What follows belongs to an exercise in optimizing a design on an open flow for small area; a production flow would make more cautious choices.
Function was checked by simulation only, so behaviour that the tests miss may differ from the original.
Power figures rest on the tool's default switching activity, not on a simulated workload.

Setup of build 96:
## regfile_sb
module regfile_sb #(
  parameter int DW   = 64,
  parameter int NREG = 32,
  parameter int AW   = 5
) (
  input  logic            clk,
  input  logic            reset,
  input  logic            wen,
  input  logic [AW-1:0]   rD,
  input  logic [DW-1:0]   din,
  input  logic [2:0]      ppp,
  input  logic [AW-1:0]   rA,
  input  logic [AW-1:0]   rB,
  output logic [DW-1:0]   doutA,
  output logic [DW-1:0]   doutB,
  output logic            rdyA,
  output logic            rdyB,
  input  logic            iss_v,
  input  logic [AW-1:0]   iss_rd,
  input  logic            clr,
  output logic            clr_busy
);
  logic [AW-1:0]   cnt_q;
  logic [DW-1:0]   rf [1:NREG-1];
  logic [NREG-1:1] busy_q;
  logic            idle;
  logic [3:0]      mc;        
  logic [DW-1:0]   dcol;      
  logic [AW-1:0]   wa;        
  logic [3:0]      wg;        
  logic            hitA, hitB;
  logic [3:0]      fwdA, fwdB;
  function automatic int cls(input int k);
    cls = ((k >= 4) ? 2 : 0) + (k % 2);
  endfunction
  assign idle     = (cnt_q == '0);
  assign clr_busy = !idle;
  always_comb begin
    case (ppp)
      3'd0:    mc = 4'b1111;
  ...
==> flow/config.mk <==
export PLATFORM = sky130hd
export DESIGN_NAME = regfile_sb
export DESIGN_NICKNAME = regfile_sb
export VERILOG_FILES = /design/flow/design.v
export SDC_FILE = /design/flow/constraint.sdc
export NUM_CORES = 4
export LEC_CHECK = 0
export CAP_MARGIN = 20
export CORE_MARGIN = 2
export CORE_UTILIZATION = 65
export CTS_CLUSTER_DIAMETER = 80
export CTS_CLUSTER_SIZE = 30
export SETUP_SLACK_MARGIN = 0
export SLEW_MARGIN = 20
export SYNTH_HIERARCHICAL = 1
export SYNTH_MINIMUM_KEEP_SIZE = 0
==> flow/constraint.sdc <==
create_clock -name core_clock -period 6.5 [get_ports {clk}]
set_input_delay 1.3000 -clock core_clock [delete_from_list [all_inputs] [get_ports {clk}]]
set_output_delay 1.3000 -clock core_clock [all_outputs]
set_load 0.01 [all_outputs]
standard.sh (not shown) runs the stock make flow with config.mk's settings and CLKGATE_MAP_FILE= SYNTH_SCRIPT=/design/flow/synth_recipe.tcl, a recipe that flattens the netlist after the stock synthesis.
==> flow/flow/run.sh <==
#!/bin/bash
# The standard layout (the standard.sh: standard synthesis, then ORFS to
# finish), with two changes:
#  - the port buffers that global placement inserts are sky130_fd_sc_hd__buf_1
#    instead of the cell buffer_ports picks by default (every port still gets
#    its own buffer);
#  - clock tree synthesis runs with the same clustering as config.mk sets but
#    without dummy loads.
set -euo pipefail
bash standard.sh \
  "BUFFER_PORTS_ARGS=-buffer_cell sky130_fd_sc_hd__buf_1" \
  "CTS_ARGS=-sink_clustering_enable -repair_clock_nets -sink_clustering_size 30 -sink_clustering_max_diameter 80 -dont_use_dummy_load" \
  finish > standard.log 2>&1
Edits applied to the flow inputs when going from build 96 to build 38:
Settings: CTS_CLUSTER_DIAMETER now 70, was 80; CTS_CLUSTER_SIZE now 26, was 30; CORE_UTILIZATION now 70, was 65.
-- flow/flow/run.sh --
<<< build 96, line 11
  "BUFFER_PORTS_ARGS=-buffer_cell sky130_fd_sc_hd__buf_1" \
  "CTS_ARGS=-sink_clustering_enable -repair_clock_nets -sink_clustering_size 30 -sink_clustering_max_diameter 80 -dont_use_dummy_load" \
  finish > standard.log 2>&1
>>> build 38, line 11
  "BUFFER_PORTS_ARGS=-buffer_cell sky130_fd_sc_hd__buf_1" \
  "CTS_ARGS=-sink_clustering_enable -repair_clock_nets -sink_clustering_size 26 -sink_clustering_max_diameter 70 -dont_use_dummy_load" \
  finish > standard.log 2>&1
## What came out
Of build 38 and build 96, the run reporting the lower global routing usage summed across all routing layers was build 96. Summary — design area, build 38 relative to build 96: higher, by 0.37%. Diff build 96 -> build 38 | placer congestion estimate | increase of about 6%. Build 38 against build 96: part of the power in the clock network shows an increase of 1.7 points; post-route core utilization went up.
For build 37, these inputs were changed with respect to build 38:
Settings: changing CTS_CLUSTER_DIAMETER from 70 to 80; changing CORE_UTILIZATION from 70 to 65; changing CTS_CLUSTER_SIZE from 26 to 30.
==> flow/flow/run.sh <==
#!/bin/bash
# The standard layout (the standard.sh: standard synthesis, then ORFS to
# finish), with one change: the port buffers that global placement inserts are
# sky130_fd_sc_hd__buf_1 instead of the cell buffer_ports picks by default.
# Every port still gets its own buffer.
set -euo pipefail
bash standard.sh "BUFFER_PORTS_ARGS=-buffer_cell sky130_fd_sc_hd__buf_1" finish \
  > standard.log 2>&1
Notes after the runs:
Side by side, placeable core area turned out higher in build 37 than in build 38. [compare] base=build 38 new=build 37: total net switching power up about 0.6%; filler cell count higher; half-perimeter wire length of the detailed placement result climbed 1300 µm; setup slack now sits at about the same level. Summary of build 37 over build 38: via count shrank by 2.8%, final cell count grew by 2.1%, depth of the critical timing path with buffers and inverters included grew by 1. The worst setup path startpoint comes out rA[3] in one run and rA[2] in the other, namely in build 38 and build 37 respectively.

-- what the ideal ports hide --
How much do the figures lean on ideal ports? The routed layouts below were timed once more, with nothing changed but the port constraints.
Step 1, drivers: a clkbuf_16 drives clk and a buf_2 each remaining input, both assumed.
Step 2 also shifts input and output timing later by t, the mid clock arrival at the registers, as if the neighbouring blocks saw the same clock.
Slacks: ideal ports / drivers / drivers and shift; pairs: ideal ports / drivers.
| run | t, ns | setup WS [ns] | hold slack, ns | clock arrival spread, ns | slew at the worst register clock pin (ns) |
|---|---|---|---|---|---|
| build 96 | 0.779 | 0.354 / 0.238 / 0.238 | 0.498 / 0.498 / 0.498 | 0.065 / 0.066 | 0.12 / 0.12 |
| build 38 | 0.802 | 0.402 / 0.371 / 0.371 | 0.525 / 0.525 / 0.525 | 0.081 / 0.081 | 0.11 / 0.11 |
| build 37 | 0.792 | 0.402 / 0.257 / 0.257 | 0.499 / 0.499 / 0.499 | 0.045 / 0.045 | 0.12 / 0.12 |
After both steps setup and hold are still met in every run listed. The setup slack of build 37, which loses most, moves by -0.145 ns with the drivers and by -0.145 ns with both steps.
